Background: an optimization exercise with open tools, aiming at small area. Do not read the settings as production practice.
In this exercise RTL edits were held to simulation tests only and were not proved equivalent to the original.
No activity file was given, so power comes from the tool's default toggle rates.

### design/flow/run.sh
#!/bin/bash
# synth_recipe.tcl (not shown) runs the flow's synth.tcl, then flattens the netlist and writes it again
# the make line also repeats each setting of config.mk as NAME=value (left out here)
make -C /OpenROAD-flow-scripts/flow DESIGN_CONFIG=/design/flow/config.mk WORK_HOME=/design/flow/orfs CLKGATE_MAP_FILE= SYNTH_SCRIPT=/design/flow/synth_recipe.tcl finish
### design/flow/config.mk
export PLATFORM = sky130hd
export DESIGN_NAME = hw_sensor_regbank
export DESIGN_NICKNAME = hw_sensor_regbank
export VERILOG_FILES = /design/flow/design.v
export SDC_FILE = /design/flow/constraint.sdc
export NUM_CORES = 4
export LEC_CHECK = 0
export CAP_MARGIN = 20
export CORE_MARGIN = 2
export CORE_UTILIZATION = 40
export SLEW_MARGIN = 20
### design/flow/constraint.sdc
create_clock -name core_clock -period 6.0 [get_ports {clk}]
set_input_delay 1.2000 -clock core_clock [delete_from_list [all_inputs] [get_ports {clk}]]
set_output_delay 1.2000 -clock core_clock [all_outputs]
set_load 0.01 [all_outputs]
### design/flow/design.v
package hw_sensor_pkg;
  typedef logic [31:0] sensor_word_t;
  typedef struct packed {
    logic clr_minmax;
    logic freeze;
  } ctrl_t;
  localparam logic [31:0] LP_VALUE_BASE  = 32'h000;
  localparam logic [31:0] LP_THR_HI_BASE = 32'h100;
  localparam logic [31:0] LP_THR_LO_BASE = 32'h180;
  localparam logic [31:0] LP_ALARM_ADDR  = 32'h200;
  localparam logic [31:0] LP_IRQ_EN_ADDR = 32'h204;
  localparam logic [31:0] LP_CTRL_ADDR   = 32'h208;
  localparam logic [31:0] LP_INFO_ADDR   = 32'h20C;
  localparam logic [31:0] LP_MIN_BASE    = 32'h280;
  localparam logic [31:0] LP_MAX_BASE    = 32'h300;
  function automatic logic in_window(input logic [31:0] addr,
                                     input logic [31:0] base,
                                     input int unsigned n);
    in_window = (addr >= base) && (addr < (base + (n << 2)));
  endfunction
  function automatic logic word_lt(input sensor_word_t a,
                                   input sensor_word_t b,
                                   input logic sgn);
    word_lt = sgn ? ($signed(a) < $signed(b)) : (a < b);
  endfunction
endpackage
module hw_sensor_chan
#(
  parameter int P_SIGNED = 0
) (
  input  logic         clk,
  input  logic         reset,
  input  logic         i_sample,
  input  logic [31:0] i_data,
  input  logic         i_hi_we,
  input  logic         i_lo_we,
  input  logic [31:0] i_wdata,
  input  logic         i_clr_minmax,
  output logic [31:0] o_min,
  output logic [31:0] o_max,
  output logic [31:0] o_snap,
  output logic [31:0] o_hi,
  output logic [31:0] o_lo,
  output logic         o_alarm_set
);
  localparam logic         LP_SGN = (P_SIGNED != 0);
  localparam logic [31:0] LP_TOP = LP_SGN ? 32'h7FFF_FFFF : 32'hFFFF_FFFF;
  localparam logic [31:0] LP_BOT = LP_SGN ? 32'h8000_0000 : 32'h0000_0000;
  logic [31:0] r_snap;
  logic [31:0] r_hi;
  logic [31:0] r_lo;
  logic         r_cmp_pend;
  always_ff @(posedge clk) begin
    if (reset) begin
      r_snap     <= '0;
      r_hi       <= LP_TOP;
      r_lo       <= LP_BOT;
      r_cmp_pend <= 1'b0;
    end else begin
      r_cmp_pend <= i_sample;
      if (i_sample) r_snap <= i_data;
      if (i_hi_we)  r_hi   <= i_wdata;
      if (i_lo_we)  r_lo   <= i_wdata;
    end
  end
  always_comb begin
    o_alarm_set = r_cmp_pend &
                  (hw_sensor_pkg::word_lt(r_hi, r_snap, LP_SGN) | hw_sensor_pkg::word_lt(r_snap, r_lo, LP_SGN));
  end
  assign o_snap = r_snap;
  assign o_hi   = r_hi;
  assign o_lo   = r_lo;
  logic [31:0] r_min;
  logic [31:0] r_max;
  always_ff @(posedge clk) begin
    if (reset) begin
      r_min <= LP_TOP;
      r_max <= LP_BOT;
    end else if (i_clr_minmax && i_sample) begin
      r_min <= i_data;
      r_max <= i_data;
    end else if (i_clr_minmax) begin
      r_min <= LP_TOP;
      r_max <= LP_BOT;
    end else if (i_sample) begin
      if (hw_sensor_pkg::word_lt(i_data, r_min, LP_SGN)) r_min <= i_data;
      if (hw_sensor_pkg::word_lt(r_max, i_data, LP_SGN)) r_max <= i_data;
    end
  end
  assign o_min = r_min;
  assign o_max = r_max;
endmodule
module hw_sensor_regbank
#(
  parameter int P_NO_CH            = 8,
  parameter int P_SIGNED           = 0,
  parameter int P_S_AXI_ADDR_WIDTH = 10,
  parameter int P_S_AXI_DATA_WIDTH = 32
) (
  input  logic                          clk,
  input  logic                          reset,
  input  logic                          sample_valid,
  input  logic [P_NO_CH-1:0][31:0]      sensor_info,
  input  logic [P_S_AXI_ADDR_WIDTH-1:0] s_apb_paddr,
  input  logic                          s_apb_pwrite,
  input  logic                          s_apb_psel,
  input  logic                          s_apb_penable,
  input  logic [P_S_AXI_DATA_WIDTH-1:0] s_apb_pwdata,
  output logic [P_S_AXI_DATA_WIDTH-1:0] s_apb_prdata,
  output logic                          s_apb_pready,
  output logic                          s_apb_pslverr,
  output logic                          irq
);
  localparam logic LP_SGN = (P_SIGNED != 0);
  logic [31:0]        w_addr;
  logic [4:0]         w_idx;
  logic               w_setup;
  logic               w_access;
  logic               w_in_val, w_in_hi, w_in_lo, w_in_min, w_in_max;
  logic               w_is_alarm, w_is_irqen, w_is_ctrl, w_is_info;
  logic               w_mapped, w_ro, w_err, w_wr;
  logic [31:0]        w_rdata;
  logic               w_sample;
  logic               w_clr_minmax;
  logic [P_NO_CH-1:0] w_alarm_set;
  logic [P_NO_CH-1:0] w_alarm_clr;
  logic [31:0] w_snap [P_NO_CH];
  logic [31:0] w_hi   [P_NO_CH];
  logic [31:0] w_lo   [P_NO_CH];
  logic [31:0] w_min  [P_NO_CH];
  logic [31:0] w_max  [P_NO_CH];
  logic [31:0]        r_prdata;
  logic               r_pslverr;
  logic [P_NO_CH-1:0] r_alarm;
  logic [P_NO_CH-1:0] r_irq_en;
  logic [1:0]         r_ctrl;   
  logic               r_irq;
  assign w_addr   = 32'(s_apb_paddr) & ~32'h3;
  assign w_idx    = w_addr[6:2];
  assign w_setup  = s_apb_psel & ~s_apb_penable;
  assign w_access = s_apb_psel & s_apb_penable;
  always_comb begin
    w_in_val   = hw_sensor_pkg::in_window(w_addr, hw_sensor_pkg::LP_VALUE_BASE,  P_NO_CH);
    w_in_hi    = hw_sensor_pkg::in_window(w_addr, hw_sensor_pkg::LP_THR_HI_BASE, P_NO_CH);
    w_in_lo    = hw_sensor_pkg::in_window(w_addr, hw_sensor_pkg::LP_THR_LO_BASE, P_NO_CH);
    w_in_min   = hw_sensor_pkg::in_window(w_addr, hw_sensor_pkg::LP_MIN_BASE,    P_NO_CH);
    w_in_max   = hw_sensor_pkg::in_window(w_addr, hw_sensor_pkg::LP_MAX_BASE,    P_NO_CH);
    w_is_alarm = (w_addr == hw_sensor_pkg::LP_ALARM_ADDR);
    w_is_irqen = (w_addr == hw_sensor_pkg::LP_IRQ_EN_ADDR);
    w_is_ctrl  = (w_addr == hw_sensor_pkg::LP_CTRL_ADDR);
    w_is_info  = (w_addr == hw_sensor_pkg::LP_INFO_ADDR);
    w_mapped   = w_in_val | w_in_hi | w_in_lo | w_in_min | w_in_max |
                 w_is_alarm | w_is_irqen | w_is_ctrl | w_is_info;
    w_ro       = w_in_val | w_in_min | w_in_max | w_is_info;
    w_err      = ~w_mapped | (s_apb_pwrite & w_ro);
    w_wr       = w_access & s_apb_pwrite & ~w_err;
  end
  assign w_sample = sample_valid & ~r_ctrl[0];
  assign w_clr_minmax = w_wr & w_is_ctrl & s_apb_pwdata[1];
  for (genvar gi = 0; gi < P_NO_CH; gi++) begin : g_chan
    hw_sensor_chan #(.P_SIGNED(P_SIGNED)) u_chan (
      .clk          (clk),
      .reset        (reset),
      .i_sample     (w_sample),
      .i_data       (sensor_info[gi]),
      .i_hi_we      (w_wr & w_in_hi & (w_idx == 5'(gi))),
      .i_lo_we      (w_wr & w_in_lo & (w_idx == 5'(gi))),
      .i_wdata      (s_apb_pwdata[31:0]),
      .i_clr_minmax (w_clr_minmax),
      .o_min        (w_min[gi]),
      .o_max        (w_max[gi]),
      .o_snap       (w_snap[gi]),
      .o_hi         (w_hi[gi]),
      .o_lo         (w_lo[gi]),
      .o_alarm_set  (w_alarm_set[gi])
    );
  end
  always_comb begin
    w_rdata = '0;
    for (int unsigned i = 0; i < P_NO_CH; i++) begin
      if (w_idx == 5'(i)) begin
        if (w_in_val) w_rdata = w_snap[i];
        if (w_in_hi)  w_rdata = w_hi[i];
        if (w_in_lo)  w_rdata = w_lo[i];
        if (w_in_min) w_rdata = w_min[i];
        if (w_in_max) w_rdata = w_max[i];
      end
    end
    if (w_is_alarm) w_rdata = 32'(r_alarm);
    if (w_is_irqen) w_rdata = 32'(r_irq_en);
    if (w_is_ctrl)  w_rdata = 32'(r_ctrl);
    if (w_is_info)  w_rdata = {LP_SGN, 15'b0, 16'(P_NO_CH)};
  end
  always_ff @(posedge clk) begin
    if (reset)                        r_prdata <= '0;
    else if (w_setup && !s_apb_pwrite) r_prdata <= w_rdata;
  end
  always_ff @(posedge clk) begin
    if (reset)        r_pslverr <= 1'b0;
    else if (w_setup) r_pslverr <= w_err;
  end
  assign w_alarm_clr = (w_wr && w_is_alarm) ? s_apb_pwdata[P_NO_CH-1:0] : '0;
  always_ff @(posedge clk) begin
    if (reset) r_alarm <= '0;
    else       r_alarm <= (r_alarm & ~w_alarm_clr) | w_alarm_set;
  end
  always_ff @(posedge clk) begin
    if (reset) begin
      r_irq_en <= '0;
      r_ctrl   <= '0;
    end else begin
      if (w_wr && w_is_irqen) r_irq_en <= s_apb_pwdata[P_NO_CH-1:0];
      if (w_wr && w_is_ctrl) begin
        r_ctrl[0]     <= s_apb_pwdata[0];
        r_ctrl[1] <= 1'b0;
      end
    end
  end
  always_ff @(posedge clk) begin
    if (reset) r_irq <= 1'b0;
    else       r_irq <= |(r_alarm & r_irq_en);
  end
  assign s_apb_prdata  = r_prdata;
  assign s_apb_pready  = w_access;
  assign s_apb_pslverr = r_pslverr & w_access;
  assign irq           = r_irq;
endmodule
==> run_results.csv <==
group,metric,value,unit
status,outcome,"finished clean",
die,die_w,458,um
timing,relSlewSlack,0.105,
critical_path,path_common_cell,"a22oi_1",
timing,finalCritPeriodShare,0.825,
timing,setup_viol,0,
timing,max_slew.worst_pin.slew,1340,ps
hold_path,min_path_type,"reg -> reg",
timing,fin_skew,49.0,ps
clocking,cts_buffers,164,
timing,hold_violations,0,
die,die-area,210000,sq um
placed_design,hpwlAfterDp,312,mm
timing,max_freq,202,MHz
clocking,root_buffer,"clkbuf_16",
die,initial_core_util,0.403,
clocking,clock-sinks,1332,
global_route,antenna_found_initial,46,
power_and_ir_drop,power_per_cell_area,253,nW/um^2
clocking,h-tree-depth,4,
die,rows,166,
timing,setup-tns-final,0,ps
placed_design,dpl.cell_count,13300,
placed_design,place.gp.congestion,1.10,
logic_synthesis,yosys_register_bits,1332,
critical_path,cp_slowest_stage_delay,1050,ps
power_and_ir_drop,p_total,24100,uW
global_route,grt_max_degree,169,
layout,areaGrowthSynthToFinish,15.4,%
timing,slew_viol_final,0,
routing,drc,0,
critical_path,critPathCaptureType,"register",
layout,drive_gt1_frac,0.0688,
timing,min_period,4950,ps
power_and_ir_drop,vdd_ir_drop_max,312,uV
critical_path,slowest_stage,"a221oi_1",
routing,wl,423,mm
logic_synthesis,synth.distinct_cells,88,
layout,final_net_count,12100,
layout,final.fill_count,20300,
critical_path,crit_chain,"clkdlybuf4s50_1 -> or3_2 -> nor2_4 -> buf_12 -> buf_4 -> a221oi_1 -> a22oi_1 -> o41ai_1 -> a22oi_1",
global_route,grt_util_all_layers,0.388,
routing,vias,85700,
critical_path,path_max_fanout,22,
die,core-area,205000,sq um
die,die_h,458,um
routing,dr.pass1.iters,9,
routing,avgRoutedWirePerCell,31.1,um
critical_path,path_class,"in -> reg",
global_route,grt_pass1_vias,79600,
logic_synthesis,syn_avg_cell_area,7.77,sq um
die,io_pins,339,
clocking,cts_setup_buffers,0,
critical_path,critPathLaunchType,"input port",
clocking,cts_tree,"yes",
logic_synthesis,synth-edff-count,0,
routing,antenna_left,0,
logic_synthesis,ys_top_cells_by_area,"dfxtp_1 32%, ha_1 15%, nand2_1 9.4%",
global_route,grt_overflow,0,
clocking,clock_latency,880,ps
logic_synthesis,yosys.area.top_type,"dfxtp_1",
placed_design,port_buffers,336,
logic_synthesis,ys_seq_area_frac,0.323,
power_and_ir_drop,p_leak,0.0415,uW
critical_path,worst-endpoint-arrival,5640,ps
timing,rsz0062_at_grt,"false",
routing,vias_per_cell,6.29,
routing,drtIter0Drc,12500,
layout,finalNonFillerCells,13600,
logic_synthesis,synthArstFlopShare,0,
logic_synthesis,yosys_warnings,7,
clocking,ctsResizeCount,0,
logic_synthesis,netlist_area,82600,sq um
logic_synthesis,ys_dominant_reg_cell,"dfxtp_1",
run,maxCapViolCount,0,
global_route,grt_first_pass_wirelength,593,mm
critical_path,required,6690,ps
logic_synthesis,synth_top_area_frac,0.323,
logic_synthesis,syn_nets,11900,
clocking,ctsHoldBuffers,0,
logic_synthesis,postSynthCellCount,10600,
clocking,clkSlewWorstSetupHoldPaths,60,ps
clocking,clk_path_buf_depth,3,
cells by family after synthesis:
kind of cell	share of synthesized area
muxes	0.0335
xor gates and xnor gates	0.000106
and+or+nand+nor	0.172
adders and majority gates	0.150
DFF	0.323
buffers and inverters	0.0820
AOI/OAI and AO/OA	0.240
path summary, 6_finish.rpt:
check | start | end | slack (ps) | depth (start not counted)
min reg2reg | g_chan[5].u_chan.r_lo[21]$_SDFFE_PP0P_ | g_chan[5].u_chan.r_lo[21]$_SDFFE_PP0P_ | 460 | 2
max reg2reg | g_chan[5].u_chan.r_max[9]$_SDFFE_PP0P_ | g_chan[5].u_chan.r_max[19]$_SDFFE_PP0P_ | 2530 | 11
max | s_apb_paddr[5] | r_prdata[6]$_SDFFE_PP0P_ | 1050 | 9
min | g_chan[5].u_chan.r_lo[21]$_SDFFE_PP0P_ | g_chan[5].u_chan.r_lo[21]$_SDFFE_PP0P_ | 460 | 2
Yosys cell counts, types with 58 or more instances:
master       n
clkbuf_1   468
o22ai_1    172
dfxtp_1   1332
a21o_1     234
buf_2      171
nand3_1    358
a221oi_1    85
nor3_1     127
nand2b_1    70
o221ai_1    78
nor2_1     317
inv_1     1012
nand4_1    123
o21ai_0    402
a22o_1     261
o22a_1      68
a21oi_1   1007
buf_1       58
a31oi_1     74
nor2b_1     62
mux2i_1    257
o211ai_1    72
a211oi_1   108
ha_1       992
nand2_1   2063
a22oi_1    147
layout make-up:
type,count,area [sq um],area share
Inverter,1013,3810,0.0400
Timing Repair Buffer,702,6340,0.0665
Sequential cell,1332,26700,0.280
Clock buffer,231,4680,0.0491
Clock inverter,65,948,0.00995
Tap cell,2688,3360,0.0353
Antenna cell,21,52.6,0.000551
Multi-Input combinational cell,7571,49500,0.519
state kept, by name (all words and copies together) (netlist names):
register / cells
g_chan.u_chan.r_cmp_pend: 1
g_chan.u_chan.r_hi: 256
g_chan.u_chan.r_lo: 256
g_chan.u_chan.r_max: 256
g_chan.u_chan.r_min: 256
g_chan.u_chan.r_snap: 256
r_alarm: 8
r_ctrl: 1
r_irq: 1
r_irq_en: 8
r_prdata: 32
r_pslverr: 1
metrics by stage:
step | setup WS [ps] | util | cell area (sq um) | hold WS, ps
2_1_floorplan | 2480 | - | 82600 | 436
3_3_place_gp | 601 | 0.437 | 89600 | 442
3_5_place_dp | 511 | 0.437 | 89600 | 447
4_1_cts | 1390 | 0.465 | 95300 | 454
5_1_grt | 1070 | 0.465 | 95300 | 469
6_report | 1050 | 0.465 | 95300 | 455
per-layer routing:
layer,vias up,global-route usage,part of all wire
li1,37800,-,-
met1,41000,0.498,0.39
met2,5495,0.545,0.40
met3,1295,0.131,0.13
met4,18,0.266,0.082
met5,-,0,0.00027
placed cells by master (no fill, tap or decap), types with 293 or more instances in the layout:
| master | count |
|---|---|
| a21oi_1 | 1002 |
| buf_4 | 348 |
| clkdlybuf4s50_1 | 327 |
| dfxtp_1 | 1332 |
| ha_1 | 992 |
| inv_1 | 1011 |
| nand2_1 | 2058 |
| nand3_1 | 357 |
| nor2_1 | 293 |
| o21ai_0 | 401 |
where the power goes:
| part | switching [uW] | internal (uW) | total (uW) |
|---|---|---|---|
| clock network | 4420 | 6210 | 10600 |
| logic | 2340 | 1380 | 3720 |
| registers | 591 | 9210 | 9800 |
critical path: cells and delay by family:
family,cells,cell delay [ps]
AOI/OAI and AO/OA,4,2390
buffers and inverters,3,1300
and+or+nand+nor,2,710

separate check: timing with driven ports:
How much do the figures lean on ideal ports? The routed layout below was timed once more, with nothing changed but the port constraints.
Step 1 (the two cells are an assumption about what drives the block):
set clk [get_ports {clk}]
set_driving_cell -lib_cell sky130_fd_sc_hd__clkbuf_16 $clk
set_driving_cell -lib_cell sky130_fd_sc_hd__buf_2 [delete_from_list [all_inputs] $clk]
Step 2 moves the port delays by t, midway between the first and last clock arrival at a register: inputs arrive t later, outputs are due t later. That takes back most of the time a late clock gives input paths.
a / b / c = ideal / step 1 / step 2; a / b = the first two.
shift t [ns]: 0.945
slack for setup (ns): 1.048 / 0.978 / 0.033
worst slew at a driven data input, ns: 0.25
pins driven straight from the clock port: 1
After both steps setup and hold are still met in this run. For this run, drivers alone change the setup slack by -0.070 ns; drivers and shift together by -1.015 ns.
